From an optimization exercise on the open Yosys and OpenROAD flow, aimed at small area, a short achievable clock period and few clock cycles per item; shortcuts taken in it are not production practice.
Function was checked by simulation only, so behaviour that the tests miss may differ from the original.
Power figures rest on the tool's default switching activity, not on a simulated workload.

## flow/design.v

```verilog
`default_nettype none
package issbc_pkg;
  localparam int RESULT_FRAC_BITS = 16;
  localparam int SCALE_FRAC_BITS  = 32;
  localparam int TABLE_FRAC_BITS  = 40;
  localparam int BIAS_FRAC_BITS   = 16;
  localparam int SCALE_SHIFT      = TABLE_FRAC_BITS - SCALE_FRAC_BITS;
  localparam int RAW_W   = 16;
  localparam int SUM_W   = 33;
  localparam int DIFF_W  = SUM_W + 1;
  localparam int MAG_W   = 33;
  localparam int SCALE_W = 25;
  localparam int PROD_W  = MAG_W + SCALE_W;
  localparam int OUT_W   = 25;
  localparam int CNT_W   = 16;
  localparam int NUM_W   = 32 + BIAS_FRAC_BITS;
  localparam int DIV_STEPS = NUM_W;
  localparam int DIV_CNT_W = $clog2(DIV_STEPS);
  localparam int ACCEL_SHIFT = SCALE_FRAC_BITS - RESULT_FRAC_BITS;
  localparam int GYRO_SHIFT  = BIAS_FRAC_BITS + SCALE_FRAC_BITS - RESULT_FRAC_BITS;
  localparam logic [PROD_W:0] ACCEL_RND = (PROD_W + 1)'(64'd1 << (ACCEL_SHIFT - 1));
  localparam logic [PROD_W:0] GYRO_RND  = (PROD_W + 1)'(64'd1 << (GYRO_SHIFT - 1));
  localparam logic [PROD_W:0] OUT_MAX_POS = (PROD_W + 1)'((64'd1 << (OUT_W - 1)) - 64'd1);
  localparam logic [PROD_W:0] OUT_MAX_NEG = (PROD_W + 1)'(64'd1 << (OUT_W - 1));
  localparam logic [1:0] REG_ACCEL_RANGE = 2'd0;
  localparam logic [1:0] REG_GYRO_RANGE  = 2'd1;
  localparam logic [1:0] REG_CALIB_COUNT = 2'd2;
  localparam logic MODE_ACCEL = 1'b0;
  localparam logic MODE_GYRO  = 1'b1;
  localparam logic [1:0]       ACCEL_RANGE_RST = 2'd3;
  localparam logic [2:0]       GYRO_RANGE_RST  = 3'd4;
  localparam logic [2:0]       GYRO_RANGE_MAX  = 3'd4;
  localparam logic [CNT_W-1:0] CALIB_COUNT_RST = '0;
  localparam logic [TABLE_FRAC_BITS-1:0] ACCEL_TBL_0 = 40'd987169712;
  localparam logic [TABLE_FRAC_BITS-1:0] ACCEL_TBL_1 = 40'd1974339423;
  localparam logic [TABLE_FRAC_BITS-1:0] ACCEL_TBL_2 = 40'd3948678847;
  localparam logic [TABLE_FRAC_BITS-1:0] ACCEL_TBL_3 = 40'd7897357694;
  localparam logic [TABLE_FRAC_BITS-1:0] GYRO_TBL_0 = 40'd73204415;
  localparam logic [TABLE_FRAC_BITS-1:0] GYRO_TBL_1 = 40'd146408829;
  localparam logic [TABLE_FRAC_BITS-1:0] GYRO_TBL_2 = 40'd292817659;
  localparam logic [TABLE_FRAC_BITS-1:0] GYRO_TBL_3 = 40'd585635317;
  localparam logic [TABLE_FRAC_BITS-1:0] GYRO_TBL_4 = 40'd1171270634;
  localparam logic [TABLE_FRAC_BITS:0] SCALE_RND = (TABLE_FRAC_BITS + 1)'(64'd1 << (SCALE_SHIFT - 1));
  typedef struct packed {
    logic       latch;
    logic       acc;
    logic       div_load;
    logic       div_step;
    logic       div_store;
    logic       mag;
    logic       mul;
    logic       fin;
    logic       out_load;
    logic [1:0] axis;
  } issbc_cmd_t;
  typedef struct packed {
    logic gyro;
    logic calib_active;
    logic calib_last;
  } issbc_sts_t;
endpackage
`default_nettype wire
`default_nettype none
import issbc_pkg::*;
module issbc_ctrl
(
  input  wire logic       clk,
  input  wire logic       rst_n,
  input  wire logic       in_valid,
  output logic            in_ready,
  output logic            out_valid,
  input  wire logic       out_ready,
  input  issbc_pkg::issbc_sts_t sts,
  output issbc_pkg::issbc_cmd_t cmd
);
  typedef enum logic [9:0] {
    S_IDLE      = 10'b0000000001,
    S_SORT      = 10'b0000000010,
    S_ACC       = 10'b0000000100,
    S_DIV_LOAD  = 10'b0000001000,
    S_DIV_STEP  = 10'b0000010000,
    S_DIV_STORE = 10'b0000100000,
    S_MAG       = 10'b0001000000,
    S_MUL       = 10'b0010000000,
    S_FIN       = 10'b0100000000,
    S_OUT       = 10'b1000000000
  } state_t;
  localparam logic [1:0]           AXIS_LAST = 2'd2;
  localparam logic [DIV_CNT_W-1:0] DIV_LAST  = DIV_STEPS - 1;
  state_t               state_r, state_nxt;
  logic [1:0]           axis_r, axis_nxt;
  logic [DIV_CNT_W-1:0] div_cnt_r, div_cnt_nxt;
  logic                 out_valid_r, out_valid_nxt;
  logic                 out_free;
  assign in_ready  = (state_r == S_IDLE);
  assign out_valid = out_valid_r;
  assign out_free  = !out_valid_r || out_ready;
  always_comb begin
    state_nxt   = state_r;
    axis_nxt    = axis_r;
    div_cnt_nxt = div_cnt_r;
    cmd         = '0;
    cmd.axis    = axis_r;
    case (state_r)
      S_IDLE: begin
        if (in_valid) begin
          cmd.latch = 1'b1;
          state_nxt = S_SORT;
        end
      end
      S_SORT: begin
        axis_nxt = '0;
        if (sts.gyro && sts.calib_active) begin
          state_nxt = S_ACC;
        end else begin
          state_nxt = S_MAG;
        end
      end
      S_ACC: begin
        cmd.acc = 1'b1;
        if (sts.calib_last) begin
          state_nxt = S_DIV_LOAD;
        end else begin
          state_nxt = S_IDLE;
        end
      end
      S_DIV_LOAD: begin
        cmd.div_load = 1'b1;
        div_cnt_nxt  = '0;
        state_nxt    = S_DIV_STEP;
      end
      S_DIV_STEP: begin
        cmd.div_step = 1'b1;
        div_cnt_nxt  = div_cnt_r + 1'b1;
        if (div_cnt_r == DIV_LAST) begin
          state_nxt = S_DIV_STORE;
        end
      end
      S_DIV_STORE: begin
        cmd.div_store = 1'b1;
        if (axis_r == AXIS_LAST) begin
          state_nxt = S_IDLE;
        end else begin
          axis_nxt  = axis_r + 1'b1;
          state_nxt = S_DIV_LOAD;
        end
      end
      S_MAG: begin
        cmd.mag   = 1'b1;
        state_nxt = S_MUL;
      end
      S_MUL: begin
        cmd.mul   = 1'b1;
        state_nxt = S_FIN;
      end
      S_FIN: begin
        cmd.fin = 1'b1;
        if (axis_r == AXIS_LAST) begin
          state_nxt = S_OUT;
        end else begin
          axis_nxt  = axis_r + 1'b1;
          state_nxt = S_MAG;
        end
      end
      S_OUT: begin
        if (out_free) begin
          cmd.out_load = 1'b1;
          state_nxt    = S_IDLE;
        end
      end
      default: begin
        state_nxt = S_IDLE;
      end
    endcase
  end
  always_comb begin
    out_valid_nxt = out_valid_r;
    if (out_valid_r && out_ready) begin
      out_valid_nxt = 1'b0;
    end
    if (cmd.out_load) begin
      out_valid_nxt = 1'b1;
    end
  end
  always_ff @(posedge clk) begin
    if (!rst_n) begin
      state_r     <= S_IDLE;
      axis_r      <= '0;
      div_cnt_r   <= '0;
      out_valid_r <= 1'b0;
    end else begin
      state_r     <= state_nxt;
      axis_r      <= axis_nxt;
      div_cnt_r   <= div_cnt_nxt;
      out_valid_r <= out_valid_nxt;
    end
  end
endmodule
`default_nettype wire
`default_nettype none
import issbc_pkg::*;
module issbc_dp
(
  input  wire logic                clk,
  input  wire logic                rst_n,
  input  wire logic                cfg_we,
  input  wire logic [1:0]          cfg_index,
  input  wire logic [CNT_W-1:0]    cfg_data,
  input  wire logic                in_mode,
  input  wire logic [7:0]          in_x_low_byte,
  input  wire logic [7:0]          in_x_high_byte,
  input  wire logic [7:0]          in_y_low_byte,
  input  wire logic [7:0]          in_y_high_byte,
  input  wire logic [7:0]          in_z_low_byte,
  input  wire logic [7:0]          in_z_high_byte,
  input  issbc_pkg::issbc_cmd_t    cmd,
  output issbc_pkg::issbc_sts_t    sts,
  output logic                     out_source_kind,
  output logic signed [OUT_W-1:0]  out_x_value,
  output logic signed [OUT_W-1:0]  out_y_value,
  output logic signed [OUT_W-1:0]  out_z_value
);
  logic [1:0]       accel_sel_r;
  logic [2:0]       gyro_sel_r;
  logic [CNT_W-1:0] calib_cnt_r;
  logic [CNT_W-1:0]        fc_r;
  logic signed [SUM_W-1:0] sum_r  [3];
  logic signed [SUM_W-1:0] bias_r [3];
  logic                    mode_r;
  logic signed [RAW_W-1:0] raw_r [3];
  logic [NUM_W-1:0]        div_q_r;
  logic [CNT_W-1:0]        div_rem_r;
  logic                    div_neg_r;
  logic [MAG_W-1:0]        mag_r;
  logic                    neg_r;
  logic [PROD_W-1:0]       prod_r;
  logic signed [OUT_W-1:0] res_r [3];
  logic                    out_kind_r;
  logic signed [OUT_W-1:0] out_x_r, out_y_r, out_z_r;
  logic signed [SUM_W-1:0]  sum_sel;
  logic [SUM_W-1:0]         sum_abs;
  logic [NUM_W-1:0]         div_num;
  logic [CNT_W:0]           div_trial;
  logic                     div_ge;
  logic [CNT_W:0]           div_diff;
  logic [SUM_W-1:0]         quo;
  logic signed [DIFF_W-1:0] diff;
  logic [DIFF_W-1:0]        diff_abs;
  logic [2:0]               gyro_sel;
  logic [SCALE_W-1:0]       scale;
  logic [PROD_W:0]          rnd_sum;
  logic [PROD_W:0]          rnd_q;
  logic [OUT_W-1:0]         sat_mag;
  logic signed [OUT_W-1:0]  res_nxt;
  assign sts.gyro         = (mode_r == MODE_GYRO);
  assign sts.calib_active = (fc_r < calib_cnt_r);
  assign sts.calib_last   = ({1'b0, fc_r} + 1'b1) == {1'b0, calib_cnt_r};
  always_ff @(posedge clk) begin
    if (!rst_n) begin
      accel_sel_r <= ACCEL_RANGE_RST;
      gyro_sel_r  <= GYRO_RANGE_RST;
      calib_cnt_r <= CALIB_COUNT_RST;
    end else if (cfg_we) begin
      case (cfg_index)
        REG_ACCEL_RANGE: accel_sel_r <= cfg_data[1:0];
        REG_GYRO_RANGE:  gyro_sel_r  <= cfg_data[2:0];
        REG_CALIB_COUNT: calib_cnt_r <= cfg_data;
        default: ;
      endcase
    end
  end
  always_ff @(posedge clk) begin
    if (cmd.latch) begin
      mode_r   <= in_mode;
      raw_r[0] <= {in_x_high_byte, in_x_low_byte};
      raw_r[1] <= {in_y_high_byte, in_y_low_byte};
      raw_r[2] <= {in_z_high_byte, in_z_low_byte};
    end
  end
  assign sum_sel = sum_r[cmd.axis];
  assign sum_abs = sum_sel[SUM_W-1] ? SUM_W'(-sum_sel) : SUM_W'(sum_sel);
  assign div_num = {sum_abs[31:0], {BIAS_FRAC_BITS{1'b0}}} + NUM_W'(fc_r >> 1);
  assign div_trial = {div_rem_r, div_q_r[NUM_W-1]};
  assign div_ge    = (div_trial >= {1'b0, fc_r});
  assign div_diff  = div_trial - {1'b0, fc_r};
  assign quo       = div_q_r[SUM_W-1:0];
  always_ff @(posedge clk) begin
    if (!rst_n) begin
      fc_r <= '0;
      for (int i = 0; i < 3; i++) begin
        sum_r[i]  <= '0;
        bias_r[i] <= '0;
      end
    end else begin
      if (cmd.acc) begin
        fc_r <= fc_r + 1'b1;
        for (int i = 0; i < 3; i++) begin
          sum_r[i] <= sum_r[i] + SUM_W'(raw_r[i]);
        end
      end
      if (cmd.div_store) begin
        bias_r[cmd.axis] <= div_neg_r ? SUM_W'(-quo) : quo;
      end
    end
  end
  always_ff @(posedge clk) begin
    if (cmd.div_load) begin
      div_q_r   <= div_num;
      div_rem_r <= '0;
      div_neg_r <= sum_sel[SUM_W-1];
    end else if (cmd.div_step) begin
      div_q_r   <= {div_q_r[NUM_W-2:0], div_ge};
      div_rem_r <= div_ge ? div_diff[CNT_W-1:0] : div_trial[CNT_W-1:0];
    end
  end
  always_comb begin
    if (mode_r == MODE_GYRO) begin
      diff = DIFF_W'($signed({raw_r[cmd.axis], {BIAS_FRAC_BITS{1'b0}}}))
             - DIFF_W'(bias_r[cmd.axis]);
    end else begin
      diff = DIFF_W'(raw_r[cmd.axis]);
    end
    diff_abs = diff[DIFF_W-1] ? DIFF_W'(-diff) : DIFF_W'(diff);
  end
  logic [TABLE_FRAC_BITS-1:0] gyro_t, accel_t;
  logic [TABLE_FRAC_BITS:0]   gyro_s, accel_s;
  logic [SCALE_W-1:0]         gyro_scale, accel_scale;
  always_comb begin
    case (gyro_sel)
      3'd0:    gyro_t = GYRO_TBL_0;
      3'd1:    gyro_t = GYRO_TBL_1;
      3'd2:    gyro_t = GYRO_TBL_2;
      3'd3:    gyro_t = GYRO_TBL_3;
      default: gyro_t = GYRO_TBL_4;
    endcase
    case (accel_sel_r)
      2'd0:    accel_t = ACCEL_TBL_0;
      2'd1:    accel_t = ACCEL_TBL_1;
      2'd2:    accel_t = ACCEL_TBL_2;
      default: accel_t = ACCEL_TBL_3;
    endcase
  end
  assign gyro_s      = {1'b0, gyro_t} + SCALE_RND;
  assign accel_s     = {1'b0, accel_t} + SCALE_RND;
  assign gyro_scale  = gyro_s[SCALE_SHIFT +: SCALE_W];
  assign accel_scale = accel_s[SCALE_SHIFT +: SCALE_W];
  assign gyro_sel = (gyro_sel_r > GYRO_RANGE_MAX) ? GYRO_RANGE_MAX : gyro_sel_r;
  assign scale    = (mode_r == MODE_GYRO) ? gyro_scale : accel_scale;
  always_comb begin
    if (mode_r == MODE_GYRO) begin
      rnd_sum = {1'b0, prod_r} + GYRO_RND;
      rnd_q   = rnd_sum >> GYRO_SHIFT;
    end else begin
      rnd_sum = {1'b0, prod_r} + ACCEL_RND;
      rnd_q   = rnd_sum >> ACCEL_SHIFT;
    end
    if (neg_r) begin
      sat_mag = (rnd_q > OUT_MAX_NEG) ? OUT_W'(OUT_MAX_NEG) : rnd_q[OUT_W-1:0];
      res_nxt = OUT_W'(-sat_mag);
    end else begin
      sat_mag = (rnd_q > OUT_MAX_POS) ? OUT_W'(OUT_MAX_POS) : rnd_q[OUT_W-1:0];
      res_nxt = sat_mag;
    end
  end
  always_ff @(posedge clk) begin
    if (cmd.mag) begin
      mag_r <= diff_abs[MAG_W-1:0];
      neg_r <= diff[DIFF_W-1];
    end
    if (cmd.mul) begin
      prod_r <= mag_r * scale;
    end
    if (cmd.fin) begin
      res_r[cmd.axis] <= res_nxt;
    end
  end
  always_ff @(posedge clk) begin
    if (cmd.out_load) begin
      out_kind_r <= mode_r;
      out_x_r    <= res_r[0];
      out_y_r    <= res_r[1];
      out_z_r    <= res_r[2];
    end
  end
  assign out_source_kind = out_kind_r;
  assign out_x_value     = out_x_r;
  assign out_y_value     = out_y_r;
  assign out_z_value     = out_z_r;
endmodule
`default_nettype wire
`default_nettype none
import issbc_pkg::*;
module imu_sample_scale_bias_calibrate
(
  input  wire logic             clk,
  input  wire logic             rst_n,
  input  wire logic             cfg_we,
  input  wire logic [1:0]       cfg_index,
  input  wire logic [CNT_W-1:0] cfg_data,
  input  wire logic             in_valid,
  output logic                  in_ready,
  input  wire logic             in_mode,
  input  wire logic [7:0]       in_x_low_byte,
  input  wire logic [7:0]       in_x_high_byte,
  input  wire logic [7:0]       in_y_low_byte,
  input  wire logic [7:0]       in_y_high_byte,
  input  wire logic [7:0]       in_z_low_byte,
  input  wire logic [7:0]       in_z_high_byte,
  output logic                  out_valid,
  input  wire logic             out_ready,
  output logic                  out_source_kind,
  output logic signed [24:0]    out_x_value,
  output logic signed [24:0]    out_y_value,
  output logic signed [24:0]    out_z_value
);
  issbc_pkg::issbc_cmd_t cmd;
  issbc_pkg::issbc_sts_t sts;
  issbc_ctrl u_ctrl (
    .clk       (clk),
    .rst_n     (rst_n),
    .in_valid  (in_valid),
    .in_ready  (in_ready),
    .out_valid (out_valid),
    .out_ready (out_ready),
    .sts       (sts),
    .cmd       (cmd)
  );
  issbc_dp u_dp (
    .clk             (clk),
    .rst_n           (rst_n),
    .cfg_we          (cfg_we),
    .cfg_index       (cfg_index),
    .cfg_data        (cfg_data),
    .in_mode         (in_mode),
    .in_x_low_byte   (in_x_low_byte),
    .in_x_high_byte  (in_x_high_byte),
    .in_y_low_byte   (in_y_low_byte),
    .in_y_high_byte  (in_y_high_byte),
    .in_z_low_byte   (in_z_low_byte),
    .in_z_high_byte  (in_z_high_byte),
    .cmd             (cmd),
    .sts             (sts),
    .out_source_kind (out_source_kind),
    .out_x_value     (out_x_value),
    .out_y_value     (out_y_value),
    .out_z_value     (out_z_value)
  );
endmodule
`default_nettype wire
```

## flow/run.sh

```bash
#!/bin/bash
# synth_recipe.tcl (not shown) runs the flow's synth.tcl, then flattens the netlist and writes it again
# the make line also repeats each setting of config.mk as NAME=value (left out here)
make -C /OpenROAD-flow-scripts/flow DESIGN_CONFIG=/design/flow/config.mk WORK_HOME=/design/flow/orfs CLKGATE_MAP_FILE= SYNTH_SCRIPT=/design/flow/synth_recipe.tcl finish
```

## flow/config.mk

```make
export PLATFORM = sky130hd
export DESIGN_NAME = imu_sample_scale_bias_calibrate
export DESIGN_NICKNAME = imu_sample_scale_bias_calibrate
export VERILOG_FILES = /design/flow/design.v
export SDC_FILE = /design/flow/constraint.sdc
export NUM_CORES = 4
export LEC_CHECK = 0
export CAP_MARGIN = 20
export CORE_MARGIN = 2
export CORE_UTILIZATION = 40
export SLEW_MARGIN = 20
```

## flow/constraint.sdc

```tcl
create_clock -name core_clock -period 9.0 [get_ports {clk}]
set_input_delay 1.8000 -clock core_clock [delete_from_list [all_inputs] [get_ports {clk}]]
set_output_delay 1.8000 -clock core_clock [all_outputs]
set_load 0.01 [all_outputs]
```

==> flow_summary.rst <==
.. list-table::
   :header-rows: 1

   * - Metric
     - Value
   * - Post-synth top flop
     - edfxtp_1
   * - Maximum fanout along the worst path
     - 33
   * - Outcome
     - finished clean
   * - Count of pins over their slew limit
     - 0
   * - Die H
     - 392 um
   * - Total power after layout
     - 25600 uW
   * - Netlist area before placement
     - 60200 um2
   * - Total global routing track utilization
     - 21.4%
   * - DP HPWL
     - 124 mm
   * - Post-synthesis instance total
     - 6339
   * - Arrival time of data at the critical path endpoint
     - 8.98 ns
   * - Number of clock buffers inserted by TritonCTS
     - 75
   * - Core region area
     - 150000 um2
   * - Critical setup path kind
     - flip-flop to flip-flop
   * - Number of storage elements in the synthesis netlist
     - 631
   * - First DRT Iteration DRCs
     - 3048
   * - Clock latency on the worst-skew pair
     - 0.70 ns
   * - Final ANT Viol Nets
     - 0
   * - Worst slew margin
     - 17.1%
   * - Synthesis-to-finish area growth
     - 11.8%
   * - Highest ir drop seen on vdd
     - 1.14 mV
   * - Final setup slack of the worst path
     - 0.394 ns
   * - Antenna violations before repair
     - 3
   * - Critical Path Slowest Stage Cell
     - fa_1
   * - Final Hold Vio Count
     - 0
   * - Full die area
     - 154000 um2
   * - Net Sw Frac
     - 45.6%
   * - Number of cells traversed by the worst register-to-register path
     - 33
   * - Most used cell along the critical path
     - fa_1
   * - Leakage power of the design
     - 0.0289 uW
   * - Number of clock sinks
     - 631
   * - Asr flop ratio synth
     - 0%
   * - Post-Route WL
     - 161 mm
   * - Type of the tightest min-delay check
     - flip-flop to flip-flop
   * - Power per cell area
     - 381 nW/um2
   * - Total vias in the final route
     - 44700
   * - Vias per inst
     - 5.23
   * - Proportion of synthesized chip area in sequential cells
     - 28.6%
   * - Highest achievable clock rate
     - 116 MHz
   * - Post-CTS clock slew at the launch and capture registers of the worst setup and hold paths
     - 0.06 ns
   * - Post-Place Worst Slack
     - -0.0595 ns
   * - Hold Crit Depth
     - 0
   * - Setup skew after layout
     - 0.0665 ns
   * - Overflow left after global routing
     - 0
   * - Initial standard-cell utilization of the core
     - 40.2%
   * - Utilization after layout
     - 45.0%
   * - Portion of total power attributed to combinational logic
     - 71.0%
   * - Post-synth EDFFs
     - 458
   * - Number of setup violations in the final report
     - 0
   * - Fraction of layout instances using a drive strength above 1
     - 6.31%
   * - Net count, final
     - 7606
   * - Largest net degree at the start of global routing
     - 96
   * - Period minus WS final
     - 8.61 ns
   * - Critical Path Max Stage Delay
     - 0.55 ns
   * - Switching power total
     - 11700 uW
   * - Average cell area after synthesis
     - 9.50 um2
   * - Quantity of I/O buffers inserted on ports
     - 149
   * - Routed length per placed instance
     - 18.8 um
   * - Period utilization
     - 95.6%
   * - Clock network power share
     - 12.4%
   * - Cell Int Power
     - 14000 uW
   * - Netlist cell types
     - 98
   * - Number of iterations in the first detailed-routing pass
     - 6
   * - Clock buffer depth
     - 3
   * - Max cap viols
     - 0
   * - Worst slew pin tran
     - 1.24 ns
   * - Required time reported for the critical path endpoint
     - 9.38 ns
   * - CP startpoint kind
     - flip-flop
   * - Post-CTS Hold Buffers
     - 0
   * - Die Span X
     - 392 um
   * - Placement row count
     - 142
   * - Wire length of the first global-routing pass
     - 258 mm
   * - GPL Wtd Cong
     - 0.894
   * - # DRC
     - 0
   * - Sequential power share
     - 16.5%
   * - Setup repair after global routing missed its margin
     - no
   * - Yosys Warn Count
     - 4
   * - I/O pin total
     - 150
   * - Clock Root Buffer
     - clkbuf_16
   * - Setup TNS after final layout
     - 0 ns
   * - H-tree depth
     - 3
   * - CTS tree
     - yes
   * - CP Capture Type
     - flip-flop
   * - Via count of the first global-routing pass
     - 46300
   * - Filler Cells Inserted
     - 14400
## kinds of logic (layout without fill, tap and decap cells)
| family | after synthesis | after routing | synth area share (%) |
|---|---|---|---|
| simple gates | 2068 | 2068 | 16.4 |
| buf+inv | 1224 | 1383 | 7.71 |
| fa+ha+maj | 1066 | 1066 | 30.6 |
| compound gates | 903 | 903 | 9.27 |
| flops | 631 | 631 | 28.6 |
| xor+xnor | 342 | 342 | 4.98 |
| mux | 103 | 103 | 2.42 |
| other cells | 2 | 34 | 0.0125 |
## layer usage
layer / vias to the layer above / track usage [%] / routed length, um
met4: 0 / 6.23 / 4290
met1: 22400 / 28.5 / 70500
met5: - / 0 / 0
li1: 20900 / - / -
met2: 1202 / 36.6 / 78200
met3: 241 / 2.25 / 7980
## Yosys cell counts (all sizes together), types with 33 or more instances
| library cell | count | area, um2 |
|---|---|---|
| nand2 | 851 | 3190 |
| nor2b | 71 | 444 |
| a21oi | 298 | 1500 |
| o21ai | 236 | 1190 |
| ha | 386 | 4830 |
| mux2i | 59 | 591 |
| mux4 | 33 | 743 |
| fa | 680 | 13600 |
| inv | 933 | 3500 |
| nand4 | 44 | 275 |
| edfxtp | 458 | 13800 |
| a21o | 65 | 488 |
| clkbuf | 267 | 1000 |
| nor3 | 75 | 392 |
| dfxtp | 173 | 3460 |
| xor2 | 135 | 1180 |
| and2 | 341 | 2140 |
| a22oi | 48 | 360 |
| nand3 | 100 | 505 |
| xnor2 | 207 | 1810 |
| nor2 | 367 | 1380 |
| nand2b | 35 | 219 |
## flip-flops by register name (all words and copies together), names as in the netlist, 2 cells and up, named ones only
register / count
out_x_value: 25
out_y_value: 25
out_z_value: 25
u_ctrl.axis_r: 2
u_ctrl.div_cnt_r: 6
u_ctrl.state_r: 10
u_dp.accel_sel_r: 2
u_dp.bias_r: 132
u_dp.calib_cnt_r: 16
u_dp.div_q_r: 48
u_dp.div_rem_r: 16
u_dp.fc_r: 16
u_dp.gyro_sel_r: 3
u_dp.mag_r: 33
u_dp.prod_r: 43
u_dp.raw_r: 48
u_dp.res_r: 75
u_dp.sum_r: 99
## critical path: cells and delay by family, from the launching register on
family                     cells  cell delay [ns]
AOI/OAI and AO/OA             10             1.61
xor gates and xnor gates       1             0.18
adders and majority gates      9             4.27
buffers and inverters          8             0.87
DFF                            1             0.40
and+or+nand+nor                5             1.00
## area by class of cell
cell class	instances	area [um2]	share of cell area [%]
diodes	1	2.50	0.00372
clock buffers	88	1940	2.88
clock inverters	50	662	0.984
inverters	935	3510	5.22
multi-input cells	4515	38600	57.4
flip-flops and latches	631	17200	25.6
well taps	2016	2520	3.75
repair buffers	310	2810	4.17
## power groups by stage
stage                     sequential, uW  clock (uW)  combinational [uW]
after global routing                4240        3370               21000
after CTS                           4240        3270               18400
after detailed placement            4300           0               18200
final                               4240        3190               18200
after global placement              4300           0               18000
after floorplan                     4280           0               13000
## per-stage QoR
| stage | hold slack [ns] | instance area (um2) | cells |
|---|---|---|---|
| 5_1_grt | 0.381 | 67300 | 8546 |
| 2_1_floorplan | 0.400 | 60300 | 6370 |
| 6_report | 0.369 | 67300 | 8546 |
| 3_3_place_gp | 0.402 | 64600 | 8405 |
| 4_1_cts | 0.372 | 67200 | 8543 |
| 3_5_place_dp | 0.405 | 64600 | 8405 |
## layout by cell type (no fill, tap or decap), types with 13 or more instances in the layout
cell             instances
dfxtp_1                172
or3_1                   28
o21ai_0                218
nand3_1                 99
a211oi_1                23
nor2_1                 365
fa_1                   680
nor4_1                  30
edfxtp_1               458
mux4_2                  33
or2_2                   21
nor3_1                  73
clkinv_2                13
o21bai_1                20
a21oi_1                293
o21a_1                  31
a21o_1                  65
xor2_1                 135
nand4_1                 44
clkdlybuf4s50_1        149
and3_1                  28
nor2b_1                 69
buf_4                  151
a22oi_1                 48
xnor2_1                207
inv_1                  930
nand2_1                850
o41ai_1                 13
and2_1                 339
o31ai_1                 30
conb_1                  33
nand2b_1                35
ha_1                   382
a31oi_1                 32
clkbuf_16               75
mux2i_1                 59
## path summary, 6_finish.rpt
check                 startpoint         endpoint  slack, ns
min reg2reg     u_dp.res_r[2][4]   out_z_value[4]       0.37
max reg2reg  u_dp.accel_sel_r[1]  u_dp.prod_r[57]       0.39
min             u_dp.res_r[2][4]   out_z_value[4]       0.37
max          u_dp.accel_sel_r[1]  u_dp.prod_r[57]       0.39
## repair_timing
item	in CTS	in global routing
pin swaps	0	1
setup buffers	0	1
endpoints found under the setup margin	1	5
resized for setup	3	10
Testbench counts, summed over its fixed seeds: cycles 29,234, items 2,400.

[re-timing with driven ports]
The flow's constraints put no driver on any port. The routed layout listed below was extracted and timed again, unchanged, in two steps. Step 1 assumes that a clkbuf_16 drives the clock port and a buf_2 every other input. Step 2 moves the port delays by t, midway between the first and last clock arrival at a register: inputs arrive t later, outputs are due t later. That takes back most of the time a late clock gives input paths. Slacks: ideal / step 1 / step 2; pairs: ideal / step 1.
shift t [ns]: 0.745
setup WS [ns]: 0.394 / 0.394 / 0.394
hold slack, ns: 0.369 / 0.369 / 0.369
worst setup path after step 2: register to register
worst data-port slew with drivers (ns): 0.07
After both steps setup and hold are still met in this run. For this run, drivers alone change the setup slack by 0.000 ns; drivers and shift together by 0.000 ns.
